This design comes from an exercise in tuning for small area, a short achievable clock period and few clock cycles per item on the open sky130 flow, not from production work. Where RTL was checked, it was by simulation tests only, not by an equivalence proof against the original. Power figures rest on the tool's default switching activity, not on a simulated workload.

the baseline:
## ble_ad_structure_parser
module ble_ad_structure_parser (
   input  logic             clock,
   input  logic             reset,
   input  logic             req_valid,
   output logic             req_stall,
   input  logic [16:0]      req_data,    
   output logic             rsp_valid,
   input  logic             rsp_stall,
   output logic [78:0]      rsp_data,    
   input  logic             csr_valid,
   output logic             csr_ready,
   input  logic [7:0]       csr_data
);
   logic [7:0] limit_ff;
   always_ff @(posedge clock) begin
      if (reset) limit_ff <= bap_pkg::NameLimitReset;
      else if (csr_valid && csr_ready) limit_ff <= csr_data;
   end
   bap_front u_front (.clock(clock), .reset(reset), .req_valid(req_valid),
                      .req_stall(req_stall), .req_data(req_data), .csr_ready(csr_ready),
                      .name_limit(limit_ff), .rsp_valid(rsp_valid), .rsp_stall(rsp_stall),
                      .rsp_data(rsp_data));
endmodule
clock: 5.5 ns
lec_check: 0
cap_margin: 20
core_margin: 2
core_utilization: 40
cts_buf_list: sky130_fd_sc_hd__clkbuf_16
cts_cluster_diameter: 100
cts_cluster_size: 25
setup_slack_margin: 2.8
slew_margin: 20
synth_hierarchical: 1
synth_minimum_keep_size: 0
standard.sh (not shown) runs the stock make flow with config.mk's settings and CLKGATE_MAP_FILE= SYNTH_SCRIPT=/design/flow/synth_recipe.tcl, a recipe that flattens the netlist after the stock synthesis.
==> flow/flow/run.sh <==
#!/bin/bash
# Standard layout, with the port buffers inserted before placement made of
# sky130_fd_sc_hd__buf_2 cells instead of the buffer buffer_ports picks by
# default, and without the adder-extraction step in synthesis (ABC maps the
# arithmetic as plain gates).
set -euo pipefail
export BUFFER_PORTS_ARGS="-buffer_cell sky130_fd_sc_hd__buf_2"
export ADDER_MAP_FILE=
bash standard.sh > standard_flow.log 2>&1
Setup changes, the baseline to the candidate
--- a/flow/design.v
+++ b/flow/design.v
@@ -73,19 +73,19 @@
    input  logic               req_valid,
    output logic               req_stall,
    input  logic [16:0]        req_data,
    output logic               csr_ready,
    input  logic [7:0]         name_limit,
    output logic               rsp_valid,
    input  logic               rsp_stall,
    output logic [78:0]        rsp_data
 );
-   logic full, pop, wide_pend, wide_take, pop_ok, wide_ok, push, wide_push, h_recend;
+   logic full, pop, wide_pend, wide_take, pop_ok, wide_ok, push, wide_push, h_recend, recend_ff;
    bap_pkg::entry_type ent;
    logic [63:0] acc;
    logic       in_v, in_first, in_lz, in_l1, in_bz, in_dneg, in_known, in_pre, in_nm;
    logic [7:0] in_b, in_lm1, in_d;
    logic [3:0] in_cls;
    bap_pkg::phase_type phase_ff;
    logic [7:0] offs_ff, rem_ff, pos_ff;
    logic [6:0] cnt_ff;
    logic [1:0] stat_ff;
@@ -255,19 +255,19 @@
                         cls_ff == bap_pkg::C_RAND || cls_ff == bap_pkg::C_DEVID);
       mask[2] = rec && wide && (cls_ff == bap_pkg::C_UUID32 || cls_ff == bap_pkg::C_U128 ||
                         cls_ff == bap_pkg::C_HASH || cls_ff == bap_pkg::C_RAND ||
                         cls_ff == bap_pkg::C_DEVID);
       mask[3] = rec && wide && (cls_ff == bap_pkg::C_U128 || cls_ff == bap_pkg::C_HASH ||
                         cls_ff == bap_pkg::C_RAND || cls_ff == bap_pkg::C_DEVID);
       ent.rec_valid = rec;
       ent.kind = kind;
       ent.half = half;
-      ent.lo = !rec ? {1'b0, cn} : (wide ? acc[7:0] : in_b);
+      ent.lo = wide ? acc[7:0] : in_b;
       ent.mask = mask;
       ent.end_valid = endb;
       ent.end_status = (ph == bap_pkg::PH_STOP) ? st :
                        ((ph == bap_pkg::PH_LEN) ? 2'd0 : 2'd2);
       ent.num = rec ? cm1 : cn;
    end
    assign push = go && ((act && rec) || endb);
    assign wide_push = go && act && rec && wide;
    always_ff @(posedge clock) begin
@@ -299,33 +299,32 @@
    logic [D-1:0][bap_pkg::EntryBits-1:0] q_ff;
    logic [D-1:0] occ_ff;            
    logic take, hrec;
    bap_pkg::entry_type h, h_next;
    logic [63:0] val;
    assign h = q_ff[0];
    assign full = occ_ff[D-1];
    assign rsp_valid = occ_ff[0];
    assign hrec = h.rec_valid;
-   assign h_recend = h.rec_valid && h.end_valid;
+   assign h_recend = recend_ff;
    assign pop_ok = occ_ff[0] && !h_recend;
    assign wide_ok = occ_ff[0] && h.mask[0];
    assign take = occ_ff[0] && !rsp_stall;
    assign pop = pop_ok && !rsp_stall;
    assign wide_take = wide_ok && !rsp_stall;
    always_comb begin
       h_next = h;
       h_next.rec_valid = 1'b0;
       h_next.mask = '0;
       h_next.num = 7'(bap_pkg::inc8({1'b0, h.num}));
-      h_next.lo = {1'b0, h_next.num};
    end
    always_comb begin
-      val[7:0] = h.lo;
+      val[7:0] = hrec ? h.lo : {1'b0, h.num};
       val[15:8] = acc[15:8] & {8{h.mask[0]}};
       val[23:16] = acc[23:16] & {8{h.mask[1]}};
       val[31:24] = acc[31:24] & {8{h.mask[2]}};
       val[63:32] = acc[63:32] & {32{h.mask[3]}};
       rsp_data = {!hrec, hrec ? h.kind : 4'd0, val, hrec && h.half, hrec ? h.num : 7'd0,
                   hrec ? 2'd0 : h.end_status};
    end
    always_ff @(posedge clock) begin
       if (reset) begin
@@ -345,18 +344,25 @@
    end
    always_ff @(posedge clock) begin
       for (int i = 0; i < D; i++) begin
          if (wr_here[i]) q_ff[i] <= ent;
          else if (pop) begin
             if (i + 1 < D) q_ff[i] <= q_ff[(i + 1) % D];
          end else if (i == 0 && take) q_ff[0] <= h_next;
       end
    end
+   bap_pkg::entry_type s1;
+   assign s1 = q_ff[1];
+   always_ff @(posedge clock) begin
+      if (wr_here[0]) recend_ff <= ent.rec_valid && ent.end_valid;
+      else if (pop) recend_ff <= s1.rec_valid && s1.end_valid;
+      else if (take) recend_ff <= 1'b0;
+   end
 endmodule
 module bap_stall (
    input  logic st_reg,
    input  logic st_if,
    input  logic rsp_stall,
    output logic req_stall
 );
    assign req_stall = st_reg || (rsp_stall && st_if);
 endmodule
Results
Cell depth of the worst setup path came out lower on the candidate than on the baseline.
Between the baseline and the candidate, the hold slack does not differ in any meaningful way.
Of the candidate and the baseline, it is the candidate that has the lower setup slack of the critical path after layout.
In the candidate, multiplexer area fraction after synthesis is higher than in the baseline.
The candidate against the baseline: count of clock-buffer cells in the layout stayed essentially flat, share of the core filled with cells fell by 0.81 points, via count of the first global-routing pass fell by about 5.7%, starting density of the core rose by 0.23 points.
Summary of the candidate over the baseline: final area went down 540 sq um; worst ir drop on vdd went down 0.013 mV; global-route usage went down 1.0 points.
Relative contribution of combinational cells to total power down 0.2 points in the candidate wrt the baseline
The candidate finished all stages; the layout is clean.
The baseline completed; timing, DRC and antenna clean
No run of this note included a check of the RTL's function; only the layout flow was run.

---

Another version of the RTL of ble_ad_structure_parser (not shown whole).
For scale: about 110 I/O pins, about 11000 um2 of cells after synthesis.
make LEC_CHECK=0 CAP_MARGIN=20 CORE_MARGIN=2 CORE_UTILIZATION=40 SETUP_SLACK_MARGIN=2.5 SLEW_MARGIN=20 finish   # period 5.5 ns
run.sh (not shown) runs the stock make flow with config.mk's settings and CLKGATE_MAP_FILE= SYNTH_SCRIPT=/design/flow/synth_recipe.tcl, a recipe that flattens the netlist after the stock synthesis.
Stock flow here: none of the scripts above is used.
Change:
--- a/flow/design.v
+++ b/flow/design.v
@@ -1,10 +1,10 @@
 package bap_pkg;
    localparam logic [7:0] NameLimitReset = 8'd30;
-   localparam int QueueDepth = 2;
+   localparam int QueueDepth = 4;
    typedef enum logic [1:0] {PH_LEN, PH_TYPE, PH_DATA, PH_STOP} phase_type;
    localparam logic [4:0] K_FLAGS = 5'd0, K_UUID16 = 5'd1, K_UUID32 = 5'd2,
       K_U128LO = 5'd3, K_U128HI = 5'd4, K_SNAME = 5'd5, K_NAME = 5'd6,
       K_TXPWR = 5'd7, K_CLASS = 5'd8, K_DEVID = 5'd9, K_APPEAR = 5'd10,
       K_COMPANY = 5'd11, K_MANUF = 5'd12, K_HASH = 5'd13, K_RAND = 5'd14,
       K_UNKNOWN = 5'd15, K_BLKEND = 5'd16;
    localparam logic [3:0] C_NONE = 4'd0, C_FLAGS = 4'd1, C_TXPWR = 4'd2, C_UUID16 = 4'd3,
@@ -65,15 +65,14 @@
    input  logic               reset,
    input  logic               req_valid,
    output logic               req_stall,
    input  logic [16:0]        req_data,
    output logic               csr_ready,
    input  logic [7:0]         name_limit,
    input  logic               full,
-   input  logic               pop,
    input  logic               wide_pend,
    output logic               push,
    output logic               wide_push,
    output bap_pkg::entry_type ent,
    output logic [63:0]        acc
 );
    logic       in_v, in_first, in_lz, in_l1, in_bz, in_dneg, in_known, in_pre, in_nm;
@@ -265,25 +264,24 @@
    input  logic               clock,
    input  logic               reset,
    input  logic               push,
    input  logic               wide_push,
    input  bap_pkg::entry_type ent,
    input  logic [63:0]        acc,
    output logic               full,
-   output logic               pop,
    output logic               wide_pend,
    output logic               rsp_valid,
    input  logic               rsp_stall,
    output logic [78:0]       rsp_data
 );
    localparam int D = bap_pkg::QueueDepth;
    logic [D-1:0][bap_pkg::EntryBits-1:0] q_ff;
    bap_pkg::entry_type h_next;
    logic [D-1:0] occ_ff;            
-   logic take, rec, wide_take;
+   logic pop, take, rec, wide_take;
    bap_pkg::entry_type h;
    logic [63:0] val;
    assign h = q_ff[0];
    assign full = occ_ff[D-1];
    assign rsp_valid = occ_ff[0];
    assign rec = h.rec_valid;
    assign take = occ_ff[0] && !rsp_stall;
@@ -312,15 +310,15 @@
          else if (pop && !push) occ_ff <= {1'b0, occ_ff[D-1:1]};
          wide_pend <= wide_push || (wide_pend && !wide_take);
       end
    end
    logic [D-1:0] wr_here;
    always_comb begin
       for (int i = 0; i < D; i++) begin
-         if (pop) wr_here[i] = push && ((i + 1 < D) ? occ_ff[i] && !occ_ff[(i + 1) % D] : occ_ff[i]);
+         if (pop) wr_here[i] = push && ((i + 1 < D) ? occ_ff[i] && !occ_ff[(i + 1) % D] : 1'b0);
          else wr_here[i] = push && ((i == 0) ? !occ_ff[0] : occ_ff[(i + D - 1) % D] && !occ_ff[i]);
       end
    end
    always_ff @(posedge clock) begin
       for (int i = 0; i < D; i++) begin
          if (wr_here[i]) q_ff[i] <= ent;
          else if (pop) begin
@@ -341,22 +339,22 @@
    input  logic             rsp_stall,
    output logic [78:0]      rsp_data,    
    input  logic             csr_valid,
    output logic             csr_ready,
    input  logic [7:0]       csr_data
 );
    logic [7:0] limit_ff;
-   logic full, pop, push, wide_push, wide_pend;
+   logic full, push, wide_push, wide_pend;
    bap_pkg::entry_type ent;
    logic [63:0] acc;
    always_ff @(posedge clock) begin
       if (reset) limit_ff <= bap_pkg::NameLimitReset;
       else if (csr_valid && csr_ready) limit_ff <= csr_data;
    end
    bap_front u_front (.clock(clock), .reset(reset), .req_valid(req_valid),
                       .req_stall(req_stall), .req_data(req_data), .csr_ready(csr_ready),
-                      .name_limit(limit_ff), .full(full), .pop(pop), .wide_pend(wide_pend),
+                      .name_limit(limit_ff), .full(full), .wide_pend(wide_pend),
                       .push(push), .wide_push(wide_push), .ent(ent), .acc(acc));
    bap_back u_back (.clock(clock), .reset(reset), .push(push), .wide_push(wide_push),
-                    .ent(ent), .acc(acc), .full(full), .pop(pop), .wide_pend(wide_pend),
+                    .ent(ent), .acc(acc), .full(full), .wide_pend(wide_pend),
                     .rsp_valid(rsp_valid), .rsp_stall(rsp_stall), .rsp_data(rsp_data));
 endmodule
The new run passed the timing, design-rule and antenna checks.
Critical path depth rises by 7.
Global-route usage came out higher by 0.91 points.
Worst setup slack degrades by 0.20 ns.
Register-to-register slack loses 0.55 ns.
Non-clock buffer count came out higher by 41.
Routed wire length climbs by a quarter to a third.
Power came out higher by a quarter to a third.
Die area is higher by about a fifth.
Via count is higher by about a fifth.
First-iteration DRC count fell by roughly a tenth.
Clock-buffer cell count goes up by 19.
Hold slack gets worse by 0.042 ns.
Utilization climbs by 2.7 points.
Function was not checked in any run of this note: the RTL went through the layout flow alone.

---

Setup of yarrow:
Another version of the RTL of ble_ad_structure_parser (not shown whole).
For scale: ~1000 cells after synthesis, ~210 flip-flops, about 11000 um2 of cells after synthesis.
==> flow/config.mk <==
export PLATFORM = sky130hd
export DESIGN_NAME = ble_ad_structure_parser
export DESIGN_NICKNAME = ble_ad_structure_parser
export VERILOG_FILES = /design/flow/design.v
export SDC_FILE = /design/flow/constraint.sdc
export NUM_CORES = 4
export LEC_CHECK = 0
export CAP_MARGIN = 20
export CORE_MARGIN = 2
export CORE_UTILIZATION = 40
export CTS_BUF_LIST = sky130_fd_sc_hd__clkbuf_16
export CTS_CLUSTER_DIAMETER = 100
export CTS_CLUSTER_SIZE = 25
export SETUP_SLACK_MARGIN = 2.8
export SLEW_MARGIN = 20
export SYNTH_HIERARCHICAL = 1
export SYNTH_MINIMUM_KEEP_SIZE = 0
==> flow/constraint.sdc <==
create_clock -name core_clock -period 5.5 [get_ports {clock}]
set_input_delay 1.1000 -clock core_clock [delete_from_list [all_inputs] [get_ports {clock}]]
set_output_delay 1.1000 -clock core_clock [all_outputs]
set_load 0.01 [all_outputs]
standard.sh (not shown) runs the stock make flow with config.mk's settings and CLKGATE_MAP_FILE= SYNTH_SCRIPT=/design/flow/synth_recipe.tcl, a recipe that flattens the netlist after the stock synthesis.
Scripts as last shown in full above: flow/flow/run.sh
yarrow: flow completed, timing, DRC and antenna clean
Modified inputs, garnet compared to yarrow
--- a/flow/design.v
+++ b/flow/design.v
@@ -61,25 +61,16 @@
    function automatic logic [7:0] dec8(input logic [7:0] a);
       logic c;
       c = 1'b1;
       for (int i = 0; i < 8; i++) begin
          dec8[i] = a[i] ^ c;
          c = c && !a[i];
       end
    endfunction
-   function automatic logic [8:0] add8(input logic [7:0] a, input logic [7:0] b);
-      logic c;
-      c = 1'b0;
-      for (int i = 0; i < 8; i++) begin
-         add8[i] = a[i] ^ b[i] ^ c;
-         c = (a[i] && b[i]) || (c && (a[i] ^ b[i]));
-      end
-      add8[8] = c;
-   endfunction
 endpackage
 module bap_front (
    input  logic               clock,
    input  logic               reset,
    input  logic               req_valid,
    output logic               req_stall,
    input  logic [16:0]        req_data,
    output logic               csr_ready,
@@ -126,19 +117,17 @@
    assign st_reg = in_v && (wblock || (full && h_recend));
    assign st_if = in_v && full;
    bap_stall u_stall (.st_reg(st_reg), .st_if(st_if), .rsp_stall(rsp_stall),
                       .req_stall(req_stall));
    assign accept = req_valid && !req_stall;
    assign csr_ready = !in_v;
    assign name_ok = bap_pkg::lt8(pos_ff, name_limit);
    logic [8:0] dfull;
-   logic [8:0] dsum;
-   assign dsum = bap_pkg::add8(req_data[8:1], ~req_data[16:9]);
-   assign dfull = {!dsum[8], dsum[7:0]};
+   assign dfull = {1'b0, req_data[8:1]} - 9'd1 - {1'b0, req_data[16:9]};
    always_ff @(posedge clock) begin
       if (reset) begin
          in_v <= 1'b0; vnf_ff <= 1'b0;
       end else if (accept) begin
          in_v <= 1'b1; vnf_ff <= !req_data[0];
       end else if (go) begin
          in_v <= 1'b0; vnf_ff <= 1'b0;
       end
@@ -267,17 +256,17 @@
       mask[2] = rec && wide && (cls_ff == bap_pkg::C_UUID32 || cls_ff == bap_pkg::C_U128 ||
                         cls_ff == bap_pkg::C_HASH || cls_ff == bap_pkg::C_RAND ||
                         cls_ff == bap_pkg::C_DEVID);
       mask[3] = rec && wide && (cls_ff == bap_pkg::C_U128 || cls_ff == bap_pkg::C_HASH ||
                         cls_ff == bap_pkg::C_RAND || cls_ff == bap_pkg::C_DEVID);
       ent.rec_valid = rec;
       ent.kind = kind;
       ent.half = half;
-      ent.lo = !rec ? {1'b0, cn} : (wide ? acc[7:0] : in_b);
+      ent.lo = wide ? acc[7:0] : in_b;
       ent.mask = mask;
       ent.end_valid = endb;
       ent.end_status = (ph == bap_pkg::PH_STOP) ? st :
                        ((ph == bap_pkg::PH_LEN) ? 2'd0 : 2'd2);
       ent.num = rec ? cm1 : cn;
    end
    assign push = go && ((act && rec) || endb);
    assign wide_push = go && act && rec && wide;
@@ -322,20 +311,19 @@
    assign take = occ_ff[0] && !rsp_stall;
    assign pop = pop_ok && !rsp_stall;
    assign wide_take = wide_ok && !rsp_stall;
    always_comb begin
       h_next = h;
       h_next.rec_valid = 1'b0;
       h_next.mask = '0;
       h_next.num = 7'(bap_pkg::inc8({1'b0, h.num}));
-      h_next.lo = {1'b0, h_next.num};
    end
    always_comb begin
-      val[7:0] = h.lo;
+      val[7:0] = hrec ? h.lo : {1'b0, h.num};
       val[15:8] = acc[15:8] & {8{h.mask[0]}};
       val[23:16] = acc[23:16] & {8{h.mask[1]}};
       val[31:24] = acc[31:24] & {8{h.mask[2]}};
       val[63:32] = acc[63:32] & {32{h.mask[3]}};
       rsp_data = {!hrec, hrec ? h.kind : 4'd0, val, hrec && h.half, hrec ? h.num : 7'd0,
                   hrec ? 2'd0 : h.end_status};
    end
    always_ff @(posedge clock) begin
Notes after the runs:
- The lower area overhead of the layout relative to synthesis came out of garnet.
- In garnet, total non-filler cell area in the finished layout is lower than in yarrow.
- Diff yarrow -> garnet: global-route wire length before repair shrank by 3.1%, part of the total power dissipated in the clock network shrank by 0.3 points, maximum frequency grew by 10 MHz.
- Sequential cell count essentially unchanged between yarrow and garnet.
- Looking at synthesized cell count, garnet sits below yarrow.
- Looking at sum of met3 wire segment lengths after detailed routing across garnet and yarrow, the one that comes out lower is garnet.
- Comparing garnet and yarrow, smallest setup slack after layout is higher on garnet.
- When garnet is measured against yarrow, its number of fill cells turns out 1.3% lower.
- From yarrow to garnet, number of placed I/O pins did not move at all.
- garnet vs yarrow — non-clock buffer count dropped by a little under 10%
Testbench counts of garnet, summed over its fixed seeds: cycles 94,479, bytes 91,371.
The RTL of yarrow was laid out without a check of its function.

[afterwards: timing with drivers on the ports]
No port has a modelled driver above. Below, the same layouts with a new extraction and two added sets of constraints.
Step 1 sets driving cells, clkbuf_16 on the clock port and buf_2 on the other inputs (assumed; they add their load-dependent delay and slew).
Step 2 times the ports against the registers' clock, not the clock port: input delays grow and output delays shrink by t, the midpoint of the rising clock arrivals with the driver on.
Three values: no drivers, after step 1, after step 2; two values: the first two.
run | shift t [ns] | slack for setup (ns) | worst hold slack (ns) | latest minus earliest clock arrival (ns) | pins driven straight from the clock port
the baseline | 0.514 | 2.553 / 2.546 / 2.033 | 0.508 / 0.508 / 0.508 | 0.019 / 0.019 | 1
the candidate | 0.512 | 2.524 / 2.519 / 2.007 | 0.511 / 0.511 / 0.511 | 0.027 / 0.027 | 1
the first run of note 2 | 0.484 | 2.149 / 2.102 / 2.067 | 0.503 / 0.503 / 0.503 | 0.015 / 0.014 | 1
the second run of note 2 | 0.580 | 1.944 / 1.944 / 1.475 | 0.460 / 0.460 / 0.460 | 0.021 / 0.022 | 1
yarrow | 0.524 | 2.740 / 2.692 / 2.403 | 0.528 / 0.528 / 0.528 | 0.011 / 0.011 | 1
garnet | 0.513 | 2.816 / 2.771 / 2.389 | 0.501 / 0.501 / 0.501 | 0.020 / 0.020 | 1
After both steps every run listed still meets setup and hold. For the baseline, which loses most, drivers alone change the setup slack by -0.007 ns; drivers and shift together by -0.520 ns.
